This is an optimization exercise on Yosys and OpenROAD, whose aim is a short achievable clock period and few clock cycles, not a production implementation. In this exercise RTL edits were held to simulation tests only and were not proved equivalent to the original. Power figures rest on the tool's default switching activity, not on a simulated workload.

<file path="design/flow/constraint.sdc">
create_clock -name core_clock -period 6.0 [get_ports {clk}]
set_input_delay 1.2000 -clock core_clock [delete_from_list [all_inputs] [get_ports {clk}]]
set_output_delay 1.2000 -clock core_clock [all_outputs]
set_load 0.01 [all_outputs]
</file>
<file path="design/flow/design.v">
package ibp_pkg;
  localparam int MAX_BLOCK = 64;
  localparam int IDX_W     = 6;
  localparam int SIZE_W    = 7;
  localparam int PIX_W     = 8;
  localparam int DIVR_W    = SIZE_W + 1;           
  localparam int DIV_STEPS = PIX_W;                
  localparam int SUM_W     = DIVR_W + DIV_STEPS;   
  localparam int STEP_W    = $clog2(DIV_STEPS);
  localparam int Q_DEPTH   = 4;
  localparam int Q_PTR_W   = $clog2(Q_DEPTH);
  localparam int CMD_W     = 2 + 2 + 2 * SIZE_W + 2 * PIX_W + IDX_W;   
  localparam logic [PIX_W-1:0]  PIX_RESET = PIX_W'(127);
  localparam logic [PIX_W-1:0]  PIX_MAX   = PIX_W'(255);
  localparam logic [SIZE_W-1:0] SIZE_MAX  = SIZE_W'(MAX_BLOCK);
  localparam logic [SIZE_W-1:0] SIZE_MIN  = SIZE_W'(1);
  typedef enum logic [1:0] {
    KIND_START = 2'd0,
    KIND_ABOVE = 2'd1,
    KIND_LEFT  = 2'd2,
    KIND_ROW   = 2'd3
  } kind_t;
  typedef enum logic [1:0] {
    MODE_DC = 2'd0,
    MODE_V  = 2'd1,
    MODE_H  = 2'd2,
    MODE_TM = 2'd3
  } mode_t;
  typedef struct packed {
    kind_t              kind;
    mode_t              mode;
    logic [SIZE_W-1:0]  width;
    logic [SIZE_W-1:0]  height;
    logic [PIX_W-1:0]   corner;
    logic [IDX_W-1:0]   index;
    logic [PIX_W-1:0]   value;
  } in_item_t;
  typedef struct packed {
    logic [PIX_W-1:0] pixel;
    logic [IDX_W-1:0] column;
    logic             last;
  } out_item_t;
  typedef struct packed {
    kind_t              kind;
    mode_t              mode;
    logic [SIZE_W-1:0]  width;
    logic [SIZE_W-1:0]  height;
    logic [PIX_W-1:0]   corner;
    logic [IDX_W-1:0]   index;
    logic [PIX_W-1:0]   value;
  } cmd_t;
  typedef struct packed {
    logic full;
    logic empty;
  } q_stat_t;
  typedef struct packed {
    logic              start;
    logic [SUM_W-1:0]  dividend;
    logic [DIVR_W-1:0] divisor;
  } div_req_t;
  typedef struct packed {
    logic             done;
    logic [PIX_W-1:0] quot;
  } div_rsp_t;
endpackage
import ibp_pkg::*;
module ibp_front (
  input  logic     clk,
  input  logic     rst_n,
  input  logic     in_valid,
  output logic     in_ready,
  input  ibp_pkg::in_item_t in_data,
  input  ibp_pkg::q_stat_t  q_stat,
  output logic     q_push,
  output ibp_pkg::cmd_t     q_cmd
);
  logic [SIZE_W-1:0] height_r, height_nxt;
  logic              accept;
  logic              keep;
  assign in_ready = !q_stat.full;
  assign accept   = in_valid && in_ready;
  always_comb begin
    q_cmd        = '0;
    q_cmd.kind   = in_data.kind;
    q_cmd.mode   = in_data.mode;
    q_cmd.width  = (in_data.width == '0) ? SIZE_MIN : (in_data.width > SIZE_MAX) ? SIZE_MAX : in_data.width;
    q_cmd.height = (in_data.height == '0) ? SIZE_MIN : (in_data.height > SIZE_MAX) ? SIZE_MAX : in_data.height;
    q_cmd.corner = in_data.corner;
    q_cmd.index  = in_data.index;
    q_cmd.value  = in_data.value;
    height_nxt   = height_r;
    keep         = 1'b0;
    unique case (in_data.kind)
      KIND_START: begin
        keep = 1'b1;
        if (accept) height_nxt = q_cmd.height;
      end
      KIND_ABOVE, KIND_LEFT: keep = (SIZE_W'(in_data.index) < SIZE_MAX);
      KIND_ROW:   keep = (SIZE_W'(in_data.index) < height_r);
      default:    keep = 1'b0;
    endcase
  end
  assign q_push = accept && keep;
  always_ff @(posedge clk) begin
    if (!rst_n) begin
      height_r <= SIZE_MIN;
    end else begin
      height_r <= height_nxt;
    end
  end
endmodule
import ibp_pkg::*;
module ibp_queue (
  input  logic    clk,
  input  logic    rst_n,
  input  logic    push,
  input  ibp_pkg::cmd_t    push_cmd,
  input  logic    pop,
  output ibp_pkg::cmd_t    head_cmd,
  output ibp_pkg::q_stat_t stat
);
  logic [CMD_W-1:0] slot_r [Q_DEPTH];
  logic [Q_PTR_W-1:0] wr_ptr_r, rd_ptr_r;
  logic [Q_PTR_W:0]   count_r;
  assign head_cmd   = slot_r[rd_ptr_r];
  assign stat.full  = (count_r == (Q_PTR_W+1)'(Q_DEPTH));
  assign stat.empty = (count_r == '0);
  always_ff @(posedge clk) begin
    if (push) slot_r[wr_ptr_r] <= push_cmd;
  end
  always_ff @(posedge clk) begin
    if (!rst_n) begin
      wr_ptr_r <= '0;
      rd_ptr_r <= '0;
      count_r  <= '0;
    end else begin
      if (push) wr_ptr_r <= wr_ptr_r + Q_PTR_W'(1);
      if (pop)  rd_ptr_r <= rd_ptr_r + Q_PTR_W'(1);
      if (push && !pop)      count_r <= count_r + (Q_PTR_W+1)'(1);
      else if (pop && !push) count_r <= count_r - (Q_PTR_W+1)'(1);
    end
  end
endmodule
import ibp_pkg::*;
module ibp_div (
  input  logic     clk,
  input  logic     rst_n,
  input  ibp_pkg::div_req_t req,
  output ibp_pkg::div_rsp_t rsp
);
  logic                    busy_r, done_r;
  logic [STEP_W-1:0]       step_r;
  logic [DIVR_W-1:0]       rem_r;
  logic [DIVR_W-1:0]       dvs_r;
  logic [DIV_STEPS-1:0]    num_r;
  logic [DIV_STEPS-1:0]    quot_r;
  logic [DIVR_W:0]         trial;
  logic                    fits;
  assign trial = {rem_r, num_r[DIV_STEPS-1]};
  assign fits  = (trial >= {1'b0, dvs_r});
  assign rsp.done = done_r;
  assign rsp.quot = quot_r;
  always_ff @(posedge clk) begin
    if (req.start) begin
      rem_r <= req.dividend[SUM_W-1:DIV_STEPS];
      num_r <= req.dividend[DIV_STEPS-1:0];
      dvs_r <= req.divisor;
    end else if (busy_r) begin
      rem_r  <= fits ? DIVR_W'(trial - {1'b0, dvs_r}) : trial[DIVR_W-1:0];
      num_r  <= {num_r[DIV_STEPS-2:0], 1'b0};
      quot_r <= {quot_r[DIV_STEPS-2:0], fits};
    end
  end
  always_ff @(posedge clk) begin
    if (!rst_n) begin
      busy_r <= 1'b0;
      done_r <= 1'b0;
      step_r <= '0;
    end else begin
      done_r <= 1'b0;
      if (req.start) begin
        busy_r <= 1'b1;
        step_r <= '0;
      end else if (busy_r) begin
        step_r <= step_r + STEP_W'(1);
        if (step_r == STEP_W'(DIV_STEPS - 1)) begin
          busy_r <= 1'b0;
          done_r <= 1'b1;
        end
      end
    end
  end
endmodule
import ibp_pkg::*;
module ibp_back (
  input  logic      clk,
  input  logic      rst_n,
  input  ibp_pkg::cmd_t      head_cmd,
  input  ibp_pkg::q_stat_t   q_stat,
  output logic      q_pop,
  output logic      out_valid,
  input  logic      out_ready,
  output ibp_pkg::out_item_t out_data
);
  typedef enum logic [3:0] {
    ST_IDLE = 4'b0001,
    ST_SUM  = 4'b0010,
    ST_DIV  = 4'b0100,
    ST_EMIT = 4'b1000
  } state_t;
  state_t state_r, state_nxt;
  ibp_pkg::mode_t             mode_r;
  logic [SIZE_W-1:0] width_r, height_r;
  logic [PIX_W-1:0]  corner_r;
  logic [PIX_W-1:0]     above_mem [MAX_BLOCK];
  logic [PIX_W-1:0]     left_mem  [MAX_BLOCK];
  logic [MAX_BLOCK-1:0] above_vb_r, left_vb_r;
  logic [PIX_W-1:0]     above_q_r, left_q_r;
  logic                 above_vq_r, left_vq_r;
  logic [PIX_W-1:0]     above_v, left_v;
  logic [IDX_W-1:0]  row_r, col_r;
  logic              iss_done_r;
  logic              p1_vld_r, p1_last_r;
  logic [IDX_W-1:0]  p1_col_r;
  logic              col_last;
  logic [SIZE_W-1:0] k_r, lim;
  logic [SUM_W-1:0]  acc_r;
  logic              acc_p_r, acc_a_r, acc_l_r;
  logic [PIX_W-1:0]  dc_r;
  logic [DIVR_W-1:0] n_sum;
  ibp_pkg::div_req_t          div_req;
  ibp_pkg::div_rsp_t          div_rsp;
  logic              out_vld_r;
  ibp_pkg::out_item_t         out_data_r;
  logic              advance, issue, sum_iss, rd_en, wr_a, wr_l;
  logic [IDX_W-1:0]  rd_a_addr, rd_l_addr;
  logic signed [PIX_W+1:0] tm_raw;
  logic [PIX_W-1:0]  pix;
  assign advance  = !out_vld_r || out_ready;
  assign q_pop    = (state_r == ST_IDLE) && !q_stat.empty;
  assign wr_a     = q_pop && (head_cmd.kind == KIND_ABOVE);
  assign wr_l     = q_pop && (head_cmd.kind == KIND_LEFT);
  assign issue    = (state_r == ST_EMIT) && !iss_done_r && advance;
  assign lim      = (width_r > height_r) ? width_r : height_r;
  assign sum_iss  = (state_r == ST_SUM) && (k_r < lim);
  assign rd_en    = issue || sum_iss;
  assign rd_a_addr = (state_r == ST_SUM) ? k_r[IDX_W-1:0] : col_r;
  assign rd_l_addr = (state_r == ST_SUM) ? k_r[IDX_W-1:0] : row_r;
  assign col_last = ((SIZE_W'(col_r) + SIZE_W'(1)) == width_r);
  assign above_v = above_vq_r ? above_q_r : PIX_RESET;
  assign left_v  = left_vq_r  ? left_q_r  : PIX_RESET;
  assign n_sum            = DIVR_W'(width_r) + DIVR_W'(height_r);
  assign div_req.start    = (state_r == ST_SUM) && !sum_iss && !acc_p_r;
  assign div_req.dividend = acc_r + SUM_W'(n_sum >> 1);
  assign div_req.divisor  = n_sum;
  ibp_div u_div (
    .clk (clk),
    .rst_n (rst_n),
    .req (div_req),
    .rsp (div_rsp)
  );
  always_ff @(posedge clk) begin
    if (wr_a) above_mem[head_cmd.index] <= head_cmd.value;
    if (wr_l) left_mem[head_cmd.index]  <= head_cmd.value;
    if (rd_en) begin
      above_q_r  <= above_mem[rd_a_addr];
      left_q_r   <= left_mem[rd_l_addr];
      above_vq_r <= above_vb_r[rd_a_addr];
      left_vq_r  <= left_vb_r[rd_l_addr];
    end
  end
  always_ff @(posedge clk) begin
    if (!rst_n) begin
      above_vb_r <= '0;
      left_vb_r  <= '0;
    end else begin
      if (wr_a) above_vb_r[head_cmd.index] <= 1'b1;
      if (wr_l) left_vb_r[head_cmd.index]  <= 1'b1;
    end
  end
  always_comb begin
    tm_raw = $signed({2'b00, above_v}) + $signed({2'b00, left_v})
           - $signed({2'b00, corner_r});
    unique case (mode_r)
      MODE_DC: pix = dc_r;
      MODE_V:  pix = above_v;
      MODE_H:  pix = left_v;
      MODE_TM: begin
        if (tm_raw < 0)                           pix = '0;
        else if (tm_raw > $signed({2'b00, PIX_MAX})) pix = PIX_MAX;
        else                                      pix = tm_raw[PIX_W-1:0];
      end
      default: pix = dc_r;
    endcase
  end
  always_comb begin
    state_nxt = state_r;
    unique case (state_r)
      ST_IDLE: begin
        if (q_pop && head_cmd.kind == KIND_ROW) begin
          state_nxt = (mode_r == MODE_DC) ? ST_SUM : ST_EMIT;
        end
      end
      ST_SUM:  if (div_req.start) state_nxt = ST_DIV;
      ST_DIV:  if (div_rsp.done) state_nxt = ST_EMIT;
      ST_EMIT: if (iss_done_r && !p1_vld_r) state_nxt = ST_IDLE;
      default: state_nxt = ST_IDLE;
    endcase
  end
  always_ff @(posedge clk) begin
    if (!rst_n) begin
      state_r   <= ST_IDLE;
      mode_r    <= MODE_DC;
      width_r   <= SIZE_MIN;
      height_r  <= SIZE_MIN;
      corner_r  <= PIX_RESET;
      p1_vld_r  <= 1'b0;
      out_vld_r <= 1'b0;
      acc_p_r   <= 1'b0;
      iss_done_r <= 1'b1;
    end else begin
      state_r <= state_nxt;
      if (q_pop && head_cmd.kind == KIND_START) begin
        mode_r   <= head_cmd.mode;
        width_r  <= head_cmd.width;
        height_r <= head_cmd.height;
        corner_r <= head_cmd.corner;
      end
      if (q_pop && head_cmd.kind == KIND_ROW) begin
        iss_done_r <= 1'b0;
        acc_p_r    <= 1'b0;
      end else begin
        if (issue && col_last) iss_done_r <= 1'b1;
        if (state_r == ST_SUM) acc_p_r <= sum_iss;
      end
      if (advance) begin
        p1_vld_r  <= issue;
        out_vld_r <= p1_vld_r;
      end
    end
  end
  always_ff @(posedge clk) begin
    if (q_pop && head_cmd.kind == KIND_ROW) begin
      row_r <= head_cmd.index;
      col_r <= '0;
      k_r   <= '0;
      acc_r <= '0;
    end else begin
      if (issue) col_r <= col_r + IDX_W'(1);
      if (sum_iss) k_r <= k_r + SIZE_W'(1);
      if (state_r == ST_SUM && acc_p_r) begin
        acc_r <= acc_r + SUM_W'(acc_a_r ? above_v : '0) + SUM_W'(acc_l_r ? left_v : '0);
      end
    end
    if (sum_iss) begin
      acc_a_r <= (k_r < width_r);
      acc_l_r <= (k_r < height_r);
    end
    if (div_rsp.done) dc_r <= div_rsp.quot;
    if (issue) begin
      p1_col_r  <= col_r;
      p1_last_r <= col_last;
    end
    if (advance && p1_vld_r) begin
      out_data_r.pixel  <= pix;
      out_data_r.column <= p1_col_r;
      out_data_r.last   <= p1_last_r;
    end
  end
  assign out_valid = out_vld_r;
  assign out_data  = out_data_r;
endmodule
import ibp_pkg::*;
module intra_block_predictor (
  input  logic      clk,
  input  logic      rst_n,
  input  logic      in_valid,
  output logic      in_ready,
  input  ibp_pkg::in_item_t  in_data,
  output logic      out_valid,
  input  logic      out_ready,
  output ibp_pkg::out_item_t out_data
);
  ibp_pkg::q_stat_t q_stat;
  logic    q_push, q_pop;
  ibp_pkg::cmd_t    q_cmd, head_cmd;
  ibp_front u_front (
    .clk      (clk),
    .rst_n    (rst_n),
    .in_valid (in_valid),
    .in_ready (in_ready),
    .in_data  (in_data),
    .q_stat   (q_stat),
    .q_push   (q_push),
    .q_cmd    (q_cmd)
  );
  ibp_queue u_queue (
    .clk      (clk),
    .rst_n    (rst_n),
    .push     (q_push),
    .push_cmd (q_cmd),
    .pop      (q_pop),
    .head_cmd (head_cmd),
    .stat     (q_stat)
  );
  ibp_back u_back (
    .clk       (clk),
    .rst_n     (rst_n),
    .head_cmd  (head_cmd),
    .q_stat    (q_stat),
    .q_pop     (q_pop),
    .out_valid (out_valid),
    .out_ready (out_ready),
    .out_data  (out_data)
  );
endmodule
import ibp_pkg::*;
module ibp_top (
  input  logic              clk,
  input  logic              rst_n,
  input  logic              in_valid,
  output logic              in_ready,
  input  logic [1:0]        in_kind,
  input  logic [1:0]        in_mode,
  input  logic [SIZE_W-1:0] in_width,
  input  logic [SIZE_W-1:0] in_height,
  input  logic [PIX_W-1:0]  in_corner,
  input  logic [IDX_W-1:0]  in_index,
  input  logic [PIX_W-1:0]  in_value,
  output logic              out_valid,
  input  logic              out_ready,
  output logic [PIX_W-1:0]  out_pixel,
  output logic [IDX_W-1:0]  out_column,
  output logic              out_last
);
  ibp_pkg::in_item_t  in_data;
  ibp_pkg::out_item_t out_data;
  assign in_data.kind   = ibp_pkg::kind_t'(in_kind);
  assign in_data.mode   = ibp_pkg::mode_t'(in_mode);
  assign in_data.width  = in_width;
  assign in_data.height = in_height;
  assign in_data.corner = in_corner;
  assign in_data.index  = in_index;
  assign in_data.value  = in_value;
  intra_block_predictor u_core (
    .clk       (clk),
    .rst_n     (rst_n),
    .in_valid  (in_valid),
    .in_ready  (in_ready),
    .in_data   (in_data),
    .out_valid (out_valid),
    .out_ready (out_ready),
    .out_data  (out_data)
  );
  assign out_pixel  = out_data.pixel;
  assign out_column = out_data.column;
  assign out_last   = out_data.last;
endmodule
</file>
<file path="design/flow/config.mk">
export PLATFORM = sky130hd
export DESIGN_NAME = ibp_top
export DESIGN_NICKNAME = ibp_top
export VERILOG_FILES = /design/flow/design.v
export SDC_FILE = /design/flow/constraint.sdc
export NUM_CORES = 4
export LEC_CHECK = 0
export CAP_MARGIN = 20
export CORE_MARGIN = 2
export CORE_UTILIZATION = 40
export SLEW_MARGIN = 20
</file>
<file path="design/flow/run.sh">
#!/bin/bash
# synth_recipe.tcl (not shown) runs the flow's synth.tcl, then flattens the netlist and writes it again
# the make line also repeats each setting of config.mk as NAME=value (left out here)
make -C /OpenROAD-flow-scripts/flow DESIGN_CONFIG=/design/flow/config.mk WORK_HOME=/design/flow/orfs CLKGATE_MAP_FILE= SYNTH_SCRIPT=/design/flow/synth_recipe.tcl finish
</file>
==> summary.txt <==
final wirelength ~160 mm; wire length of the first global-routing pass approximately 240 mm; FF-to-FF path depth 13; CTS H-tree lvls 4; hold path start u_core.u_back.p1_col_r[1]; Resize count post-CTS 0; total iterations of the first detailed-routing run 8; Final Slew Violations 0; Seq pwr share 0.465; post-synthesis register bit count between 1,000 and 1,500; antenna-violating nets left 0; Synth top area share 0.623; worst path required time roughly 6.4 ns; number of failing setup endpoints in the final timing report 0; CTS tree built; synthesis warning total 4; area of the multi-input gates about 0.017 mm2; critical path's largest stage delay between 0.5 and 0.6 ns; result of the run complete, no violations; number of global-route vias before repair between 30,000 and 40,000; clock tree buffer depth 3; clock period minus worst slack between 4 and 5 ns; Top FF cell, synth sky130_fd_sc_hd__edfxtp_1; worst-margin pin slew between 1 and 1.5 ns; startpoint of the lowest-slack register-to-register path u_core.u_back.width_r[3]; Net Switching around 8 mW; data arrival time of the worst path approximately 5 ns; maximum VDD drop slightly below 300 uV; CTS hold repair buffers 0; final-stage net count ~5,000; unrepaired setup endpoints after global routing false; starting density of the core 0.403; cell count after synthesis about 4,700; cell types with the largest area share after synthesis sky130_fd_sc_hd__edfxtp_1 (62%), sky130_fd_sc_hd__dfxtp_1 (6.9%), sky130_fd_sc_hd__nand2_1 (6.3%); most frequent cells after synthesis sky130_fd_sc_hd__edfxtp_1 (1,272), sky130_fd_sc_hd__nand2_1 (1,024), sky130_fd_sc_hd__nand3_1 (281); Rel. slew slack 0.198; clock insertion delay at the later pin of the skew report 0.79 ns; Row Count around 140; initial antenna violation count 3; via count 38,200; sum of negative setup slack 0 ns; leakage power of the design 23.0 nW; Clk Tree Root Cell sky130_fd_sc_hd__clkbuf_16; average wire length per cell after detail routing approximately 23 um; Filler Cells Inserted roughly 14,000; Total Routing Usage GR 0.198; buffers inserted during post-CTS setup optimization 0; via-per-instance ratio between 5 and 6; areal power density over the cells between 300 and 400 mW/mm2; capturing element of the worst setup path u_core.u_back.u_div.num_r[1]; post-route core utilization 0.453; number of port buffers 60; top-level port count 61; Buf+Inv Stages, Crit Path 1; number of buffers created by CTS 151; Synth Net Count slightly below 5,000; share of total power in the clock network 0.338; kind of critical path reg -> reg; CP max FO 24; endpoint of the lowest-slack register-to-register path u_core.u_back.u_div.num_r[1]; number of violations reported at the end of detailed-routing iteration 0 3,860; critical-path cell list ha_1 > nand4_1 > a21o_1 > a21oi_1 > mux2i_1 > ha_1 > nand3_1 > a21boi_0 > nor3_1 > mux2i_1 > nand3_1 > buf_4 > nand2b_1; pin count of the biggest net entering global routing around 150; number of hold violations in the final report 0; post-synthesis cell type count 78; kind of capture point of the worst setup path flop; skew final 0.0296 ns; hold_ws roughly 0.41 ns; CP Launch Type flop; leftover overflow at the end of global routing 0; number of violations of the max-capacitance limit 0; die area 0.156 mm2; cell type with the highest aggregate area in the netlist sky130_fd_sc_hd__edfxtp_1; top-count cell post-synth sky130_fd_sc_hd__edfxtp_1; width of the die 396 um; combinational cell fraction of total power 0.197; sequential cell area fraction in the yosys report 0.691; cell family contributing the most delay on the critical path compound AO/OA/AOI/OAI gates; average footprint of a synthesized cell between 10 and 15 um2; register-to-register path setup slack 1.47 ns; half-perimeter wire length after detailed placement 98.6 mm; RePlAce Congestion slightly below 0.9; number of enable flip-flop cells after synthesis between 1,000 and 1,500; footprint of the flip-flops and latches approximately 0.042 mm2; Die H 396 um; share of layout cells above drive strength 1 0.0795; library cell contributing the largest single delay on the critical path sky130_fd_sc_hd__a21oi_1; Critical Path Stages 13; CTS clk-pin slew, worst paths 0.06 ns; min-delay worst type reg -> reg; core outline area 0.152 mm2; async set-or-reset flop fraction in the synthesized netlist 0; mapped cell area 0.0613 mm2; Int Pwr between 15 and 20 mW; remaining design rule violation count 0; Switching Share 0.300; Critical path origin u_core.u_back.width_r[3]; fraction of the cycle the final worst path needs 0.756; clk sinks 1,482; area grow syn2layout 12.2%; maximum clock frequency 221 MHz
## routing by layer
metal	part of all wire	vias up	wire (um)	track usage
met5	0	-	0	0
met4	0.027	0	4180	0.0650
met3	0.067	255	10500	0.0284
met2	0.46	1386	71700	0.303
met1	0.45	19200	70700	0.289
li1	-	17400	-	-
## worst min path at each step
stage,to,slack [ns],cells past startpoint
3_5_place_dp,u_core.u_back.out_data_r[2],0.40,0
4_1_cts,u_core.u_back.out_data_r[2],0.41,0
5_1_grt,u_core.u_back.out_data_r[2],0.41,0
3_3_place_gp,u_core.u_back.out_data_r[0],0.41,0
2_1_floorplan,u_core.u_back.dc_r[7],0.40,0
6_report,u_core.u_back.out_data_r[2],0.41,0
## area by class of cell
type,count,share of cell area
Antenna cell,3,0.000109
Timing Repair Buffer,136,0.0188
Multi-Input combinational cell,2859,0.253
Clock buffer,198,0.0596
Inverter,102,0.00556
Tap cell,2030,0.0369
Clock inverter,80,0.0105
Sequential cell,1482,0.616
## worst register-to-register path: cells and delay by family, from the launching register on
family | cells | cell delay, ns
and+or+nand+nor | 5 | 1.08
adders and majority gates | 2 | 0.75
muxes | 2 | 0.60
DFF | 1 | 0.40
AOI/OAI and AO/OA | 3 | 1.09
buffers and inverters | 1 | 0.25
## per-stage QoR
stage	total power, mW	instance area (um2)	cells	setup slack (ns)
finish	27.3	68800	6890	1.47
global route	28.3	68800	6887	1.03
CTS	27.4	68800	6887	1.45
detailed placement	18.3	64000	6609	1.45
global placement	18.2	64000	6608	1.51
floorplan	16.2	61300	4695	2.04
## kinds of logic after synthesis
family                     count (synthesis)  share of synthesized area
and+or+nand+nor                         1831                      0.130
DFF                                     1482                      0.691
AOI/OAI and AO/OA                        598                     0.0672
buffers and inverters                    354                     0.0271
muxes                                    268                     0.0523
adders and majority gates                105                     0.0240
xor gates and xnor gates                  57                    0.00814
## registers in the layout, indices dropped and copies added (netlist names), 7 cells and up, named ones only
register / flops
u_core.u_back.above_mem: 512
u_core.u_back.above_q_r: 8
u_core.u_back.above_vb_r: 64
u_core.u_back.acc_r: 16
u_core.u_back.corner_r: 8
u_core.u_back.dc_r: 8
u_core.u_back.height_r: 7
u_core.u_back.k_r: 7
u_core.u_back.left_mem: 512
u_core.u_back.left_q_r: 8
u_core.u_back.left_vb_r: 64
u_core.u_back.out_data_r: 15
u_core.u_back.u_div.dvs_r: 8
u_core.u_back.u_div.num_r: 8
u_core.u_back.u_div.quot_r: 8
u_core.u_back.u_div.rem_r: 8
u_core.u_back.width_r: 7
u_core.u_front.height_r: 7
u_core.u_queue.slot_r: 160
## power groups by stage
| stage | registers [mW] | clock network (mW) | logic, mW |
|---|---|---|---|
| 2_1_floorplan | 12.8 | 0 | 3.40 |
| 3_3_place_gp | 12.9 | 0 | 5.29 |
| 3_5_place_dp | 12.9 | 0 | 5.35 |
| 4_1_cts | 12.7 | 9.37 | 5.36 |
| 5_1_grt | 12.7 | 9.77 | 5.80 |
| 6_report | 12.7 | 9.23 | 5.37 |
## cells in the final DEF, fill, tap and decap left out, types with 18 or more instances in the layout
cell,count
sky130_fd_sc_hd__a21boi_0,22
sky130_fd_sc_hd__a21o_1,18
sky130_fd_sc_hd__a21oi_1,53
sky130_fd_sc_hd__a222oi_1,39
sky130_fd_sc_hd__a22o_1,24
sky130_fd_sc_hd__a31oi_1,142
sky130_fd_sc_hd__a32oi_1,67
sky130_fd_sc_hd__and3_1,57
sky130_fd_sc_hd__buf_4,66
sky130_fd_sc_hd__clkbuf_1,37
sky130_fd_sc_hd__clkbuf_16,155
sky130_fd_sc_hd__clkdlybuf4s50_1,59
sky130_fd_sc_hd__clkinv_1,30
sky130_fd_sc_hd__clkinv_2,23
sky130_fd_sc_hd__dfxtp_1,208
sky130_fd_sc_hd__edfxtp_1,1272
sky130_fd_sc_hd__fa_1,21
sky130_fd_sc_hd__ha_1,84
sky130_fd_sc_hd__inv_1,100
sky130_fd_sc_hd__mux2i_1,220
sky130_fd_sc_hd__mux4_2,32
sky130_fd_sc_hd__nand2_1,1023
sky130_fd_sc_hd__nand3_1,281
sky130_fd_sc_hd__nand4_1,73
sky130_fd_sc_hd__nor2_1,258
sky130_fd_sc_hd__nor2b_1,32
sky130_fd_sc_hd__nor3_1,25
sky130_fd_sc_hd__o21ai_0,92
sky130_fd_sc_hd__o21ai_1,57
sky130_fd_sc_hd__xnor2_1,43
Testbench counts, summed over its fixed seeds: cycles 284,887.

==> afterwards: timing with drivers on the ports <==
In the flow no input, the clock included, has a driving cell. The finished layout below was timed again as built, in two steps. Step 1, drivers: a clkbuf_16 drives clk and a buf_2 each remaining input, both assumed. Step 2 adds t to the input delays and takes it off the output delays; t is the mean of the earliest and latest rising clock arrival at the registers after step 1. Input paths then give back, and output paths get back, about the clock's delay inside the block. a / b / c = ideal / step 1 / step 2; a / b = the first two.
t (ns): 0.853
slack for setup (ns): 1.467 / 1.467 / 1.467
worst setup path after step 2: register to register
cell pins on the clock port's net: 1
After both steps this run still meets setup and hold. The setup slack of this run moves by 0.000 ns with the drivers and by 0.000 ns with both steps.
